From an optimization exercise on the open Yosys and OpenROAD flow, aimed at small area, a short achievable clock period and few clock cycles per item; shortcuts taken in it are not production practice.
RTL that was checked went through simulation tests only; none was proved equivalent to the original.

Design rv_core_top, start of the top module:
module rv_core_top #(
	parameter int IMEM_AW = 12,
	parameter int DMEM_AW = 12
) (
	input  logic               CLK,
	input  logic               RSTn,
	output logic [IMEM_AW-1:0] i_mem_addr,
	input  logic [XLEN-1:0]    i_mem_rdata,
	output logic [REG_AW-1:0]  rf_ra1,
	output logic [REG_AW-1:0]  rf_ra2,
	input  logic [XLEN-1:0]    rf_rd1,
	input  logic [XLEN-1:0]    rf_rd2,
	output logic               rf_we,
	output logic [REG_AW-1:0]  rf_wa,
	output logic [XLEN-1:0]    rf_wd,
	output logic [DMEM_AW-1:0] d_mem_addr,
	output logic [XLEN-1:0]    d_mem_wdata,
	output logic               d_mem_we,
	input  logic [XLEN-1:0]    d_mem_rdata,
	output logic [31:0]        num_inst
);
Size in the first run: about 1800 cells after synthesis, about 270 I/O pins, about 15000 sq um of cells after synthesis.
==> module rv_fetch, before the edit <==
module rv_fetch #(
	parameter int IMEM_AW = 12
) (
	input  logic               CLK,
	input  logic               RSTn,
	output logic [IMEM_AW-1:0] i_mem_addr,
	output logic [31:0]        num_inst
);
	logic [IMEM_AW-3:0] pc;
	logic               e_valid;
	logic               w_valid;
	always_ff @(posedge CLK) begin
		if (RSTn) begin
			pc       <= '0;
			e_valid  <= 1'b0;
			w_valid  <= 1'b0;
			num_inst <= '0;
		end else begin
			pc       <= pc + 1'b1;
			e_valid  <= 1'b1;
			w_valid  <= e_valid;
			num_inst <= num_inst + {31'd0, w_valid};
		end
	end
	assign i_mem_addr = {pc, 2'b00};
endmodule
==> module rv_decode, before the edit <==
module rv_decode (
	input  logic              CLK,
	input  logic              RSTn,
	input  logic [XLEN-1:0]   instr,
	input  logic [XLEN-1:0]   rf_rd1,
	input  logic [XLEN-1:0]   rf_rd2,
	output logic [REG_AW-1:0] rf_ra1,
	output logic [REG_AW-1:0] rf_ra2,
	input  logic [XLEN-1:0]   e_fwd,
	input  logic              w_we,
	input  logic [REG_AW-1:0] w_rd,
	input  logic [XLEN-1:0]   w_fwd,
	output logic [XLEN-1:0]   e_a,
	output logic [XLEN-1:0]   e_b,
	output logic [11:0]       e_imm,
	output logic [2:0]        e_f3,
	output logic              e_sub,
	output logic              e_alt,
	output logic              e_load,
	output logic              e_store,
	output logic              e_we,
	output logic [REG_AW-1:0] e_rd
);
	logic            is_alu;
	logic            is_r;
	logic            is_load;
	logic            is_store;
	logic [2:0]      f3;
	logic [REG_AW-1:0] rd;
	logic [XLEN-1:0] rs1_val;
	logic [XLEN-1:0] rs2_val;
	assign is_alu   = instr[4];
	assign is_r     = instr[4] && instr[5];
	assign is_load  = !instr[4] && !instr[5];
	assign is_store = !instr[4] && instr[5];
	assign f3       = instr[14:12];
	assign rd       = instr[11:7];
	assign rf_ra1   = instr[19:15];
	assign rf_ra2   = instr[24:20];
	always_comb begin
		if (e_we && e_rd == rf_ra1)
			rs1_val = e_fwd;
		else if (w_we && w_rd == rf_ra1)
			rs1_val = w_fwd;
		else
			rs1_val = rf_rd1;
		if (e_we && e_rd == rf_ra2)
			rs2_val = e_fwd;
		else if (w_we && w_rd == rf_ra2)
			rs2_val = w_fwd;
		else
			rs2_val = rf_rd2;
	end
	always_ff @(posedge CLK) begin
		if (RSTn) begin
			e_we    <= 1'b0;
			e_store <= 1'b0;
		end else begin
			e_we    <= (is_alu || is_load) && (rd != '0);
			e_store <= is_store;
		end
	end
	always_ff @(posedge CLK) begin
		e_a     <= rs1_val;
		e_b     <= (instr[5]) ? rs2_val : {{20{instr[31]}}, instr[31:20]};
		e_imm   <= {instr[31:25], is_store ? instr[11:7] : instr[24:20]};
		e_f3    <= f3;
		e_sub   <= (is_r && f3 == F3_ADD && instr[30]) || (f3 == F3_SLT) || (f3 == F3_SLTU);
		e_alt   <= instr[30];
		e_load  <= is_load;
		e_rd    <= rd;
	end
endmodule
==> module rv_execute, before the edit <==
module rv_execute #(
	parameter int DMEM_AW = 12
) (
	input  logic [XLEN-1:0]    e_a,
	input  logic [XLEN-1:0]    e_b,
	input  logic [11:0]        e_imm,
	input  logic [2:0]         e_f3,
	input  logic               e_sub,
	input  logic               e_alt,
	input  logic               e_load,
	input  logic               e_store,
	input  logic [XLEN-1:0]    d_mem_rdata,
	output logic [DMEM_AW-1:0] d_mem_addr,
	output logic [XLEN-1:0]    d_mem_wdata,
	output logic               d_mem_we,
	output logic [XLEN-1:0]    e_out
);
	logic [XLEN-1:0]    alu_y;
	logic [DMEM_AW+1:0] ea;
	rv_alu u_alu (
		.f3     (e_f3),
		.sub    (e_sub),
		.alt    (e_alt),
		.a      (e_a),
		.b      (e_b),
		.result (alu_y)
	);
	assign ea          = e_a[DMEM_AW+1:0] + {{(DMEM_AW-10){e_imm[11]}}, e_imm};
	assign d_mem_addr  = ea[DMEM_AW+1:2];
	assign d_mem_wdata = e_b;
	assign d_mem_we    = e_store;
	assign e_out = e_load ? d_mem_rdata : alu_y;
endmodule
==> module rv_core_top, before the edit <==
module rv_core_top #(
	parameter int IMEM_AW = 12,
	parameter int DMEM_AW = 12
) (
	input  logic               CLK,
	input  logic               RSTn,
	output logic [IMEM_AW-1:0] i_mem_addr,
	input  logic [XLEN-1:0]    i_mem_rdata,
	output logic [REG_AW-1:0]  rf_ra1,
	output logic [REG_AW-1:0]  rf_ra2,
	input  logic [XLEN-1:0]    rf_rd1,
	input  logic [XLEN-1:0]    rf_rd2,
	output logic               rf_we,
	output logic [REG_AW-1:0]  rf_wa,
	output logic [XLEN-1:0]    rf_wd,
	output logic [DMEM_AW-1:0] d_mem_addr,
	output logic [XLEN-1:0]    d_mem_wdata,
	output logic               d_mem_we,
	input  logic [XLEN-1:0]    d_mem_rdata,
	output logic [31:0]        num_inst
);
	logic [XLEN-1:0]   e_a;
	logic [XLEN-1:0]   e_b;
	logic [11:0]       e_imm;
	logic [2:0]        e_f3;
	logic              e_sub;
	logic              e_alt;
	logic              e_load;
	logic              e_store;
	logic              e_we;
	logic [REG_AW-1:0] e_rd;
	logic [XLEN-1:0]   e_out;
	rv_fetch #(.IMEM_AW(IMEM_AW)) u_fetch (
		.CLK        (CLK),
		.RSTn       (RSTn),
		.i_mem_addr (i_mem_addr),
		.num_inst   (num_inst)
	);
	rv_decode u_decode (
		.CLK     (CLK),
		.RSTn    (RSTn),
		.instr   (i_mem_rdata),
		.rf_rd1  (rf_rd1),
		.rf_rd2  (rf_rd2),
		.rf_ra1  (rf_ra1),
		.rf_ra2  (rf_ra2),
		.e_fwd   (e_out),
		.w_we    (rf_we),
		.w_rd    (rf_wa),
		.w_fwd   (rf_wd),
		.e_a     (e_a),
		.e_b     (e_b),
		.e_imm   (e_imm),
		.e_f3    (e_f3),
		.e_sub   (e_sub),
		.e_alt   (e_alt),
		.e_load  (e_load),
		.e_store (e_store),
		.e_we    (e_we),
		.e_rd    (e_rd)
	);
	rv_execute #(.DMEM_AW(DMEM_AW)) u_execute (
		.e_a         (e_a),
		.e_b         (e_b),
		.e_imm       (e_imm),
		.e_f3        (e_f3),
		.e_sub       (e_sub),
		.e_alt       (e_alt),
		.e_load      (e_load),
		.e_store     (e_store),
		.d_mem_rdata (d_mem_rdata),
		.d_mem_addr  (d_mem_addr),
		.d_mem_wdata (d_mem_wdata),
		.d_mem_we    (d_mem_we),
		.e_out       (e_out)
	);
	rv_mem_wb u_mem_wb (
		.CLK   (CLK),
		.RSTn  (RSTn),
		.e_we  (e_we),
		.e_rd  (e_rd),
		.e_out (e_out),
		.rf_we (rf_we),
		.rf_wa (rf_wa),
		.rf_wd (rf_wd)
	);
endmodule
Settings: LEC_CHECK=0, CAP_MARGIN=20, CORE_MARGIN=2, CORE_UTILIZATION=30, SETUP_SLACK_MARGIN=3, SLEW_MARGIN=20; clock period 6.5 ns.
run.sh (not shown) runs the stock make flow with config.mk's settings and CLKGATE_MAP_FILE= SYNTH_SCRIPT=/design/flow/synth_recipe.tcl, a recipe that flattens the netlist after the stock synthesis.
Testbench counts at the start, summed over its fixed seeds: cycles 4,816, instructions 4,800.
==> next run, changes <==
--- a/flow/design.v
+++ b/flow/design.v
@@ -90,4 +90,16 @@
 	logic               e_valid;
 	logic               w_valid;
+	logic [31:0] inc;
+	logic [3:0]  blk;
+	always_comb begin
+		blk[0] = w_valid;
+		for (int k = 1; k < 4; k++)
+			blk[k] = blk[k-1] && (&num_inst[8*k-8 +: 8]);
+		for (int k = 0; k < 4; k++) begin
+			inc[8*k] = blk[k];
+			for (int i = 1; i < 8; i++)
+				inc[8*k+i] = inc[8*k+i-1] && num_inst[8*k+i-1];
+		end
+	end
 	always_ff @(posedge CLK) begin
 		if (RSTn) begin
@@ -100,5 +112,5 @@
 			e_valid  <= 1'b1;
 			w_valid  <= e_valid;
-			num_inst <= num_inst + {31'd0, w_valid};
+			num_inst <= num_inst ^ inc;
 		end
 	end
@@ -120,4 +132,5 @@
 	input  logic [XLEN-1:0]   w_fwd,
 	output logic [XLEN-1:0]   e_a,
+	output logic [13:0]       e_base,
 	output logic [XLEN-1:0]   e_b,
 	output logic [11:0]       e_imm,
@@ -171,4 +184,5 @@
 	always_ff @(posedge CLK) begin
 		e_a     <= rs1_val;
+		e_base  <= rs1_val[13:0] & {14{!instr[4]}};
 		e_b     <= (instr[5]) ? rs2_val : {{20{instr[31]}}, instr[31:20]};
 		e_imm   <= {instr[31:25], is_store ? instr[11:7] : instr[24:20]};
@@ -186,4 +200,5 @@
 ) (
 	input  logic [XLEN-1:0]    e_a,
+	input  logic [DMEM_AW+1:0] e_base,
 	input  logic [XLEN-1:0]    e_b,
 	input  logic [11:0]        e_imm,
@@ -200,5 +215,10 @@
 );
 	logic [XLEN-1:0]    alu_y;
-	logic [DMEM_AW+1:0] ea;
+	localparam int AW = DMEM_AW + 2;
+	logic [AW-1:0] ea;
+	logic [AW-1:0] off;
+	logic [AW-1:0] g;
+	logic [AW-1:0] p;
+	logic [AW-1:0] cg;
 	rv_alu u_alu (
 		.f3     (e_f3),
@@ -209,5 +229,23 @@
 		.result (alu_y)
 	);
-	assign ea          = e_a[DMEM_AW+1:0] + {{(DMEM_AW-10){e_imm[11]}}, e_imm};
+	assign off = {{(DMEM_AW-10){e_imm[11]}}, e_imm};
+	always_comb begin
+		logic [AW-1:0] pp;
+		g  = e_base & off;
+		p  = e_base ^ off;
+		cg = g;
+		pp = p;
+		for (int l = 0; (1 << l) < AW; l++) begin
+			for (int i = AW - 1; i >= 0; i--) begin
+				if ((i >> l) & 1) begin
+					cg[i] = cg[i] | (pp[i] & cg[((i >> l) << l) - 1]);
+					pp[i] = pp[i] & pp[((i >> l) << l) - 1];
+				end
+			end
+		end
+		ea[0] = p[0];
+		for (int i = 1; i < AW; i++)
+			ea[i] = p[i] ^ cg[i-1];
+	end
 	assign d_mem_addr  = ea[DMEM_AW+1:2];
 	assign d_mem_wdata = e_b;
@@ -262,4 +300,5 @@
 );
 	logic [XLEN-1:0]   e_a;
+	logic [13:0]       e_base;
 	logic [XLEN-1:0]   e_b;
 	logic [11:0]       e_imm;
@@ -291,4 +330,5 @@
 		.w_fwd   (rf_wd),
 		.e_a     (e_a),
+		.e_base  (e_base),
 		.e_b     (e_b),
 		.e_imm   (e_imm),
@@ -303,4 +343,5 @@
 	rv_execute #(.DMEM_AW(DMEM_AW)) u_execute (
 		.e_a         (e_a),
+		.e_base      (e_base),
 		.e_b         (e_b),
 		.e_imm       (e_imm),
Non-clock buffer count climbs by 22.
Cell area climbs by about 9%.
Clock-buffer cell count climbs by 1.
Global-route usage climbs by 2.6 points.
Worst setup slack gains 0.047 ns.
Function not checked in the second run of this note: the RTL went through the layout flow alone.

[separate check: timing with driven ports]
No port has a modelled driver above. Below, the same layouts with a new extraction and two added sets of constraints.
Step 1 (the two cells are an assumption about what drives the block):
set clk [get_ports {CLK}]
set_driving_cell -lib_cell sky130_fd_sc_hd__clkbuf_16 $clk
set_driving_cell -lib_cell sky130_fd_sc_hd__buf_2 [delete_from_list [all_inputs] $clk]
Step 2 times the ports against the registers' clock, not the clock port: input delays grow and output delays shrink by t, the midpoint of the rising clock arrivals with the driver on.
Slacks: ideal / step 1 / step 2; pairs: ideal / step 1.
run | shift t [ns] | setup WS [ns] | clock arrival spread, ns | worst register clock-pin slew, ns | worst slew at a driven data input, ns
the first run | 0.499 | 2.499 / 2.449 / 2.735 | 0.012 / 0.012 | 0.07 / 0.07 | 0.07
the second run | 0.499 | 2.546 / 2.495 / 2.670 | 0.015 / 0.015 | 0.08 / 0.08 | 0.10
After both steps setup and hold are still met in every run listed.
